Source: an optimization exercise on an open RTL-to-GDS flow (aim: small area, a short achievable clock period and few clock cycles per item). Production flows keep margins and buffers that such runs may drop.
Function not checked in this run: the RTL went through the layout flow alone.

### design/flow/design.v
package ascon_pkg;
  localparam int unsigned STATE_W = 320;
  localparam int unsigned WORD_W  = 64;
  localparam int unsigned IDX_W   = 4;
  localparam int unsigned N_RC    = 12;
  function automatic logic [7:0] rc_tab(input logic [IDX_W-1:0] idx);
    case (idx)
      4'd0:    rc_tab = 8'hf0;
      4'd1:    rc_tab = 8'he1;
      4'd2:    rc_tab = 8'hd2;
      4'd3:    rc_tab = 8'hc3;
      4'd4:    rc_tab = 8'hb4;
      4'd5:    rc_tab = 8'ha5;
      4'd6:    rc_tab = 8'h96;
      4'd7:    rc_tab = 8'h87;
      4'd8:    rc_tab = 8'h78;
      4'd9:    rc_tab = 8'h69;
      4'd10:   rc_tab = 8'h5a;
      4'd11:   rc_tab = 8'h4b;
      default: rc_tab = 8'h00;
    endcase
  endfunction
endpackage
module ascon_inv_lin
(
  input  logic [319:0] i_state,
  output logic [319:0] o_state
);
  logic [63:0] w0_0, w0_1, w0_2, w0_3, w0_4;
  logic [63:0] h0_0, h0_1, h0_2, h0_3;
  logic [63:0] w1_0, w1_1, w1_2, w1_3, w1_4, w1_5;
  logic [63:0] h1_0, h1_1, h1_2, h1_3, h1_4;
  logic [63:0] w2_0, w2_1, w2_2, w2_3, w2_4, w2_5;
  logic [63:0] h2_0, h2_1, h2_2, h2_3, h2_4;
  logic [63:0] w3_0, w3_1, w3_2, w3_3, w3_4, w3_5;
  logic [63:0] h3_0, h3_1, h3_2, h3_3, h3_4;
  logic [63:0] w4_0, w4_1, w4_2, w4_3, w4_4, w4_5;
  logic [63:0] h4_0, h4_1, h4_2, h4_3, h4_4;
  assign w0_0 = i_state[319:256];
  ascon_xor2 #(.W(64)) u_x0_0a (.a(w0_0), .b({w0_0[7:0], w0_0[63:8]}), .y(h0_0));
  ascon_xor2 #(.W(64)) u_x0_0b (.a(h0_0), .b({w0_0[39:0], w0_0[63:40]}), .y(w0_1));
  ascon_xor2 #(.W(64)) u_x0_1a (.a(w0_1), .b({w0_1[7:0], w0_1[63:8]}), .y(h0_1));
  ascon_xor2 #(.W(64)) u_x0_1b (.a(h0_1), .b({w0_1[45:0], w0_1[63:46]}), .y(w0_2));
  ascon_xor2 #(.W(64)) u_x0_2a (.a(w0_2), .b({w0_2[8:0], w0_2[63:9]}), .y(h0_2));
  ascon_xor2 #(.W(64)) u_x0_2b (.a(h0_2), .b({w0_2[44:0], w0_2[63:45]}), .y(w0_3));
  ascon_xor2 #(.W(64)) u_x0_3a (.a(w0_3), .b({w0_3[11:0], w0_3[63:12]}), .y(h0_3));
  ascon_xor2 #(.W(64)) u_x0_3b (.a(h0_3), .b({w0_3[47:0], w0_3[63:48]}), .y(w0_4));
  assign o_state[319:256] = {w0_4[50:0], w0_4[63:51]};
  assign w1_0 = i_state[255:192];
  ascon_xor2 #(.W(64)) u_x1_0a (.a(w1_0), .b({w1_0[2:0], w1_0[63:3]}), .y(h1_0));
  ascon_xor2 #(.W(64)) u_x1_0b (.a(h1_0), .b({w1_0[41:0], w1_0[63:42]}), .y(w1_1));
  ascon_xor2 #(.W(64)) u_x1_1a (.a(w1_1), .b({w1_1[3:0], w1_1[63:4]}), .y(h1_1));
  ascon_xor2 #(.W(64)) u_x1_1b (.a(h1_1), .b({w1_1[7:0], w1_1[63:8]}), .y(w1_2));
  ascon_xor2 #(.W(64)) u_x1_2a (.a(w1_2), .b({w1_2[3:0], w1_2[63:4]}), .y(h1_2));
  ascon_xor2 #(.W(64)) u_x1_2b (.a(h1_2), .b({w1_2[31:0], w1_2[63:32]}), .y(w1_3));
  ascon_xor2 #(.W(64)) u_x1_3a (.a(w1_3), .b({w1_3[5:0], w1_3[63:6]}), .y(h1_3));
  ascon_xor2 #(.W(64)) u_x1_3b (.a(h1_3), .b({w1_3[19:0], w1_3[63:20]}), .y(w1_4));
  ascon_xor2 #(.W(64)) u_x1_4a (.a(w1_4), .b({w1_4[11:0], w1_4[63:12]}), .y(h1_4));
  ascon_xor2 #(.W(64)) u_x1_4b (.a(h1_4), .b({w1_4[47:0], w1_4[63:48]}), .y(w1_5));
  assign o_state[255:192] = {w1_5[18:0], w1_5[63:19]};
  assign w2_0 = i_state[191:128];
  ascon_xor2 #(.W(64)) u_x2_0a (.a(w2_0), .b({w2_0[0:0], w2_0[63:1]}), .y(h2_0));
  ascon_xor2 #(.W(64)) u_x2_0b (.a(h2_0), .b({w2_0[5:0], w2_0[63:6]}), .y(w2_1));
  ascon_xor2 #(.W(64)) u_x2_1a (.a(w2_1), .b({w2_1[1:0], w2_1[63:2]}), .y(h2_1));
  ascon_xor2 #(.W(64)) u_x2_1b (.a(h2_1), .b({w2_1[11:0], w2_1[63:12]}), .y(w2_2));
  ascon_xor2 #(.W(64)) u_x2_2a (.a(w2_2), .b({w2_2[3:0], w2_2[63:4]}), .y(h2_2));
  ascon_xor2 #(.W(64)) u_x2_2b (.a(h2_2), .b({w2_2[19:0], w2_2[63:20]}), .y(w2_3));
  ascon_xor2 #(.W(64)) u_x2_3a (.a(w2_3), .b({w2_3[3:0], w2_3[63:4]}), .y(h2_3));
  ascon_xor2 #(.W(64)) u_x2_3b (.a(h2_3), .b({w2_3[31:0], w2_3[63:32]}), .y(w2_4));
  ascon_xor2 #(.W(64)) u_x2_4a (.a(w2_4), .b({w2_4[7:0], w2_4[63:8]}), .y(h2_4));
  ascon_xor2 #(.W(64)) u_x2_4b (.a(h2_4), .b({w2_4[35:0], w2_4[63:36]}), .y(w2_5));
  assign o_state[191:128] = {w2_5[3:0], w2_5[63:4]};
  assign w3_0 = i_state[127:64];
  ascon_xor2 #(.W(64)) u_x3_0a (.a(w3_0), .b({w3_0[3:0], w3_0[63:4]}), .y(h3_0));
  ascon_xor2 #(.W(64)) u_x3_0b (.a(h3_0), .b({w3_0[11:0], w3_0[63:12]}), .y(w3_1));
  ascon_xor2 #(.W(64)) u_x3_1a (.a(w3_1), .b({w3_1[6:0], w3_1[63:7]}), .y(h3_1));
  ascon_xor2 #(.W(64)) u_x3_1b (.a(h3_1), .b({w3_1[53:0], w3_1[63:54]}), .y(w3_2));
  ascon_xor2 #(.W(64)) u_x3_2a (.a(w3_2), .b({w3_2[7:0], w3_2[63:8]}), .y(h3_2));
  ascon_xor2 #(.W(64)) u_x3_2b (.a(h3_2), .b({w3_2[19:0], w3_2[63:20]}), .y(w3_3));
  ascon_xor2 #(.W(64)) u_x3_3a (.a(w3_3), .b({w3_3[7:0], w3_3[63:8]}), .y(h3_3));
  ascon_xor2 #(.W(64)) u_x3_3b (.a(h3_3), .b({w3_3[43:0], w3_3[63:44]}), .y(w3_4));
  ascon_xor2 #(.W(64)) u_x3_4a (.a(w3_4), .b({w3_4[13:0], w3_4[63:14]}), .y(h3_4));
  ascon_xor2 #(.W(64)) u_x3_4b (.a(h3_4), .b({w3_4[43:0], w3_4[63:44]}), .y(w3_5));
  assign o_state[127:64] = {w3_5[25:0], w3_5[63:26]};
  assign w4_0 = i_state[63:0];
  ascon_xor2 #(.W(64)) u_x4_0a (.a(w4_0), .b({w4_0[3:0], w4_0[63:4]}), .y(h4_0));
  ascon_xor2 #(.W(64)) u_x4_0b (.a(h4_0), .b({w4_0[11:0], w4_0[63:12]}), .y(w4_1));
  ascon_xor2 #(.W(64)) u_x4_1a (.a(w4_1), .b({w4_1[3:0], w4_1[63:4]}), .y(h4_1));
  ascon_xor2 #(.W(64)) u_x4_1b (.a(h4_1), .b({w4_1[49:0], w4_1[63:50]}), .y(w4_2));
  ascon_xor2 #(.W(64)) u_x4_2a (.a(w4_2), .b({w4_2[3:0], w4_2[63:4]}), .y(h4_2));
  ascon_xor2 #(.W(64)) u_x4_2b (.a(h4_2), .b({w4_2[55:0], w4_2[63:56]}), .y(w4_3));
  ascon_xor2 #(.W(64)) u_x4_3a (.a(w4_3), .b({w4_3[6:0], w4_3[63:7]}), .y(h4_3));
  ascon_xor2 #(.W(64)) u_x4_3b (.a(h4_3), .b({w4_3[40:0], w4_3[63:41]}), .y(w4_4));
  ascon_xor2 #(.W(64)) u_x4_4a (.a(w4_4), .b({w4_4[19:0], w4_4[63:20]}), .y(h4_4));
  ascon_xor2 #(.W(64)) u_x4_4b (.a(h4_4), .b({w4_4[39:0], w4_4[63:40]}), .y(w4_5));
  assign o_state[63:0] = {w4_5[53:0], w4_5[63:54]};
endmodule
module ascon_inv_sbox
(
  input  logic [319:0] i_state,
  input  logic [7:0]   i_rc,
  output logic [319:0] o_state
);
  logic [63:0] l0, l1, l2, l3, l4;
  logic [63:0] y0, y1, y2, y3, y4;
  logic [63:0] z0, z1, z2, z3, z4;
  logic [63:0] u2, u4;
  assign {l0, l1, l2, l3, l4} = i_state;
  assign y2 = ~l2;
  assign y3 = l3 ^ y2;
  assign y0 = l0 ^ l4;
  assign y1 = l1 ^ y0;
  assign y4 = l4;
  assign z0 = y0 ^ (~y1 & (y2 ^ (~y3 & y4)));
  assign z1 = y1 ^ (~y2 & (y3 ^ (~y4 & y0)));
  assign z2 = y2 ^ (~y3 & (y4 ^ (~y0 & y1)));
  assign z3 = y3 ^ (~y4 & (y0 ^ (~y1 & y2)));
  assign z4 = y4 ^ (~y0 & (y1 ^ (~y2 & y3)));
  assign u2 = z2 ^ z1;
  assign u4 = z4 ^ z3;
  assign o_state = {z0 ^ u4, z1, u2 ^ {56'd0, i_rc}, z3, u4};
endmodule
module ascon_xor2 #(parameter int W = 64)
(
  input  logic [W-1:0] a,
  input  logic [W-1:0] b,
  output logic [W-1:0] y
);
  assign y = a ^ b;
endmodule
module ascon_inv_round
(
  input  logic [319:0] i_state,
  input  logic [7:0]   i_rc,
  output logic [319:0] o_state
);
  logic [319:0] w_lin;
  ascon_inv_lin  u_lin  (.i_state(i_state), .o_state(w_lin));
  ascon_inv_sbox u_sbox (.i_state(w_lin), .i_rc(i_rc), .o_state(o_state));
endmodule
module ascon_inv_permutation
(
  input  logic         clk,
  input  logic         rst,
  input  logic         in_valid,
  output logic         in_ready,
  input  logic [319:0] in_state,
  input  logic [3:0]   in_rounds,
  output logic         out_valid,
  input  logic         out_ready,
  output logic [319:0] out_state,
  output logic         busy
);
  logic [319:0] r_a, r_b;
  logic [319:0] w_lin, w_sbox;
  logic         r_va, r_da;
  logic [3:0]   r_ra, r_ia;
  logic         r_vb;
  logic [3:0]   r_rb, r_ib;
  logic         r_rb_is1, r_rb_le7, r_rb_le9;
  logic         r_ready, r_ov, r_busy;
  logic         w_is6, w_is8, w_is12;
  logic [3:0]   w_a;
  logic         w_stall, w_acc;
  logic         n_va, n_da, n_vb, n_ready;
  assign w_stall = r_ov & ~out_ready;
  assign w_acc   = in_valid & r_ready;
  assign w_is6  = (in_rounds == 4'd6);
  assign w_is8  = (in_rounds == 4'd8);
  assign w_is12 = ~w_is6 & ~w_is8;
  assign w_a    = w_is6 ? 4'd6 : (w_is8 ? 4'd8 : 4'd12);
  ascon_inv_lin u_lin (
    .i_state (r_a),
    .o_state (w_lin)
  );
  ascon_inv_sbox u_sbox (
    .i_state (r_b),
    .i_rc    (ascon_pkg::rc_tab(r_ib)),
    .o_state (w_sbox)
  );
  always_ff @(posedge clk) begin
    if (!w_stall) begin
      r_b <= w_lin;
      r_a <= r_vb ? w_sbox : in_state;
    end
  end
  assign n_vb = r_va & ~r_da;
  assign n_va = r_vb | w_acc;
  assign n_da = r_vb & r_rb_is1;
  always_comb begin
    if (r_vb)
      n_ready = ~n_vb & ~r_rb_is1 &
                (r_rb_le7 | (in_valid & w_is8 & r_rb_le9) | (in_valid & w_is12));
    else
      n_ready = ~n_vb & (~w_acc | w_is6);
  end
  always_ff @(posedge clk or posedge rst) begin
    if (rst) begin
      r_va     <= 1'b0;
      r_da     <= 1'b0;
      r_ra     <= 4'd0;
      r_ia     <= 4'd0;
      r_vb     <= 1'b0;
      r_rb     <= 4'd0;
      r_ib     <= 4'd0;
      r_rb_is1 <= 1'b0;
      r_rb_le7 <= 1'b0;
      r_rb_le9 <= 1'b0;
      r_ready  <= 1'b0;
      r_ov     <= 1'b0;
      r_busy   <= 1'b0;
    end else if (!w_stall) begin
      r_va     <= n_va;
      r_da     <= n_da;
      r_vb     <= n_vb;
      r_rb     <= r_ra;
      r_ib     <= r_ia;
      r_rb_is1 <= (r_ra == 4'd1);
      r_rb_le7 <= (r_ra <= 4'd7);
      r_rb_le9 <= (r_ra <= 4'd9);
      if (r_vb) begin
        r_ra <= r_rb - 4'd1;
        r_ia <= r_ib - 4'd1;
      end else begin
        r_ra <= w_a;
        r_ia <= 4'd11;
      end
      r_ready  <= n_ready;
      r_ov     <= n_da;
      r_busy   <= n_va | n_vb;
    end
  end
  assign in_ready  = r_ready;
  assign out_valid = r_ov;
  assign busy      = r_busy;
  assign out_state = r_a;
endmodule
### design/flow/run.sh
#!/bin/bash
# synth_recipe.tcl (not shown) runs the flow's synth.tcl, then flattens the netlist and writes it again
# the make line also repeats each setting of config.mk as NAME=value (left out here)
make -C /OpenROAD-flow-scripts/flow DESIGN_CONFIG=/design/flow/config.mk WORK_HOME=/design/flow/orfs CLKGATE_MAP_FILE= SYNTH_SCRIPT=/design/flow/synth_recipe.tcl finish
### design/flow/config.mk
export PLATFORM = sky130hd
export DESIGN_NAME = ascon_inv_permutation
export DESIGN_NICKNAME = ascon_inv_permutation
export VERILOG_FILES = /design/flow/design.v
export SDC_FILE = /design/flow/constraint.sdc
export NUM_CORES = 4
export LEC_CHECK = 0
export CAP_MARGIN = 20
export CORE_MARGIN = 2
export CORE_UTILIZATION = 40
export SETUP_SLACK_MARGIN = 3.5
export SLEW_MARGIN = 20
export SYNTH_HIERARCHICAL = 1
### design/flow/constraint.sdc
create_clock -name core_clock -period 7.0 [get_ports {clk}]
set_input_delay 1.4000 -clock core_clock [delete_from_list [all_inputs] [get_ports {clk}]]
set_output_delay 1.4000 -clock core_clock [all_outputs]
set_load 0.01 [all_outputs]
==> results.cfg <==
[finish]
area_delta_synth_final_pct = 66.7
final_common_cell = buf_4
finalInstanceArea_mm2 = 0.105
layout_common_cells = 1791 x buf_4, 1781 x xor2_2, 1479 x xor2_1
nets = 8497
drive_above_1_share_pct = 53.0

[routing]
routed_via_density = 5.17
routed_wl_um = 326000
wire_per_inst_um = 32.0
drc = 0
dr.first_iter.drc_count = 5558
drtAntennaViolNets = 0
firstDrtPassIters = 8
vias = 52700

[timing]
layout_setup_ws_ns = 3.16
rsz0062_at_grt = yes
whs_ns = 0.473
min_period_over_period_pct = 54.9
fin_skew_ns = 0.0375
worst_pin_slew_ns = 1.32
maxSlewViolCount = 0
fmax_mhz = 260
finalSetupViolCount = 0
finalCriticalPeriod_ns = 3.84
hold_viol = 0
tns_ns = 0
slew_headroom_pct = 11.6

[synth]
syn-num-nets = 5931
ys_warn_count = 7
netlist-cell-type-count = 35
seq_area_frac_synth_pct = 31.5
ys_ff_latch = 664
syn_avg_cell_area_um2 = 11.5
synthCells = 5473
syn_area_mm2 = 0.0629

[placement]
globalplace.congestion = 1.03
hpwl_um = 241000
dp_slack_ns = 2.66
place_area_mm2 = 0.0722
io_buffers = 650

[global_route]
grt_max_degree = 137
grt_pass1_vias = 49400
gr-total-overflow = 0
met1_usage_pct = 47.3
track_usage_pct = 36.4
use_met3_pct = 6.85
use_met2_pct = 56.6
antenna_found_initial = 50
grt_pass1_wl_um = 401000
busiest_layer = met2

[clock_tree]
tritoncts = built
cts_buffer_depth = 3
cts_max_level = 3
root_buffer = clkbuf_16
clock-sinks = 664
hold_buffers = 0
insertion_delay_ns = 0.73
clkSlewWorstSetupHoldPaths_ns = 0.06
numCtsBuffers = 88

[die]
coreArea_mm2 = 0.156
die-area_mm2 = 0.160
placementRows = 145
initial_core_util_pct = 40.3
die_w_um = 401
die_h_um = 401
num_io_pins = 651

[worst_hold_path]
min_from = r_ia[3]$_DFFE_PP0N_
hold_depth = 2
min_to = r_ib[3]$_DFFE_PP0N_
hold_class = flop to flop

[critical_path]
end_kind = flop
reg2reg_to = r_b[194]$_DFFE_PN_
cp-startpoint = r_a[217]$_DFFE_PN_
crit_type = flop to flop
worstReg2RegStart = r_a[217]$_DFFE_PN_
cp.arrival_ns = 4.38
required_ns = 7.54
worst_setup_path_start_kind = flop
rrSetupSlack_ns = 3.16
cp_max_fo = 4
r2r_cells = 13

[flow_run]
maxCapViolations = 0

[run_status]
outcome = finished clean
-- worst max path at each step --
stage	to	slack [ns]	depth (start not counted)
after global routing	r_b[133]$_DFFE_PN_	3.18	11
after CTS	r_b[163]$_DFFE_PN_	3.39	13
final	r_b[194]$_DFFE_PN_	3.16	13
after global placement	r_b[106]$_DFFE_PN_	2.56	10
after floorplan	r_a[0]$_DFFE_PN_	3.33	4
after detailed placement	r_b[192]$_DFFE_PN_	2.66	10
-- worst max-delay path: stages, from the launching register on --
cell and delay, ns:
edfxtp_1 0.58, xor2_2 0.42, xor2_2 0.33, xor2_2 0.25
xor2_2 0.26, buf_4 0.17, xor2_2 0.20, xor2_2 0.19
buf_6 0.16, xor2_4 0.19, xor2_2 0.22, buf_6 0.19
xor2_4 0.22, xor2_4 0.25
-- cell usage after synthesis --
cell type	count	area, µm²
a21oi_1	73	365
nand3_1	2	10.0
o211a_1	1	10.0
a22oi_1	1	7.51
o22ai_1	1	6.26
nor3_1	3	15.0
a211oi_1	1	7.51
xor2_1	3371	29500
mux2_4	56	841
a21o_1	1	7.51
edfxtp_1	640	19200
nand3b_1	2	15.0
clkbuf_1	6	22.5
a31oi_1	3	18.8
a41oi_1	1	8.76
buf_2	37	185
or4b_1	1	10.0
o211ai_1	2	15.0
xnor3_1	72	1620
o32ai_1	1	8.76
nand2_1	149	559
a211oi_2	1	12.5
nor2b_1	1	6.26
a32o_1	1	10.0
o21a_1	1	7.51
clkinv_1	1	3.75
o2bb2ai_1	1	8.76
nor2_1	75	282
o21ai_0	10	50.1
inv_1	75	282
ha_1	130	1630
xnor2_1	145	1270
dfrtp_1	24	601
mux2_2	336	3780
mux2i_1	248	2480
-- Yosys stat by module (local to each module, per instance), a selection --
module | area [µm²] | flip-flops and latches | cells
ascon_inv_sbox | 11900 | 0 | 1280
ascon_inv_permutation | 24100 | 664 | 1121
-- cells by family (layout without fill, tap and decap cells) --
group / Yosys count / in the layout / share of synthesized area [%]
buffers and inverters: 119 / 2758 / 0.784
AO/OA/AOI/OAI: 99 / 99 / 0.865
multiplexers: 640 / 640 / 11.3
flip-flops: 664 / 664 / 31.5
XOR/XNOR: 3588 / 3588 / 51.5
AND/OR/NAND/NOR: 233 / 233 / 1.43
other: 0 / 23 / 0
adder cells (fa/ha/maj): 130 / 130 / 2.59
-- flip-flops by register name, summed over array words and instances (netlist names), 4 cells and up --
signal  count
r_ia        4
r_b       320
r_rb        4
r_ra        4
r_ib        4
r_a       320
-- layer usage --
metal	vias up	part of all wire, %
met5	-	0.035
li1	21400	-
met1	27400	38
met3	896	8.7
met4	18	8.4
met2	2966	45
-- stage by stage --
step / std cells / util (%)
CTS: 9335 / 58.7
detailed placement: 8172 / 46.2
finish: 10200 / 67.1
global placement: 8172 / 46.2
floorplan: 5473 / -
global route: 10200 / 67.1
-- area by class of cell --
type                            count  area [µm²]
Inverter                           76         312
Sequential cell                   664       19800
Clock buffer                       98        2250
Multi-Input combinational cell   4690       58100
Clock inverter                     65         649
Timing Repair Buffer             2519       21100
Tap cell                         2058        2570
Antenna cell                       23        57.6
Fill cell                       10900       51300
-- timing repair --
| action | 4_1_cts | 5_1_grt |
|---|---|---|
| endpoints found under the setup margin | 299 | 296 |
| pin swaps | 279 | 697 |
| gates resized for setup | 1171 | 867 |
| setup buffers | 1000 | 834 |

port drivers added, routing unchanged:
No port has a modelled driver above. Below, the same layout with a new extraction and two added sets of constraints. Step 1: set_driving_cell puts a clkbuf_16 on clk and a buf_2 on each other input, an assumption about the parent block. Step 2 adds t to the input delays and takes it off the output delays; t is the mean of the earliest and latest rising clock arrival at the registers after step 1. Input paths then give back, and output paths get back, about the clock's delay inside the block. a / b / c = ideal / step 1 / step 2; a / b = the first two.
t (ns): 0.788
setup slack, ns: 3.160 / 3.160 / 3.052
hold WS [ns]: 0.473 / 0.473 / 0.473
worst setup path after step 2: input to register
cell pins on the clock port's net: 1
After both steps this run still meets setup and hold. For this run, drivers alone change the setup slack by 0.000 ns; drivers and shift together by -0.108 ns.
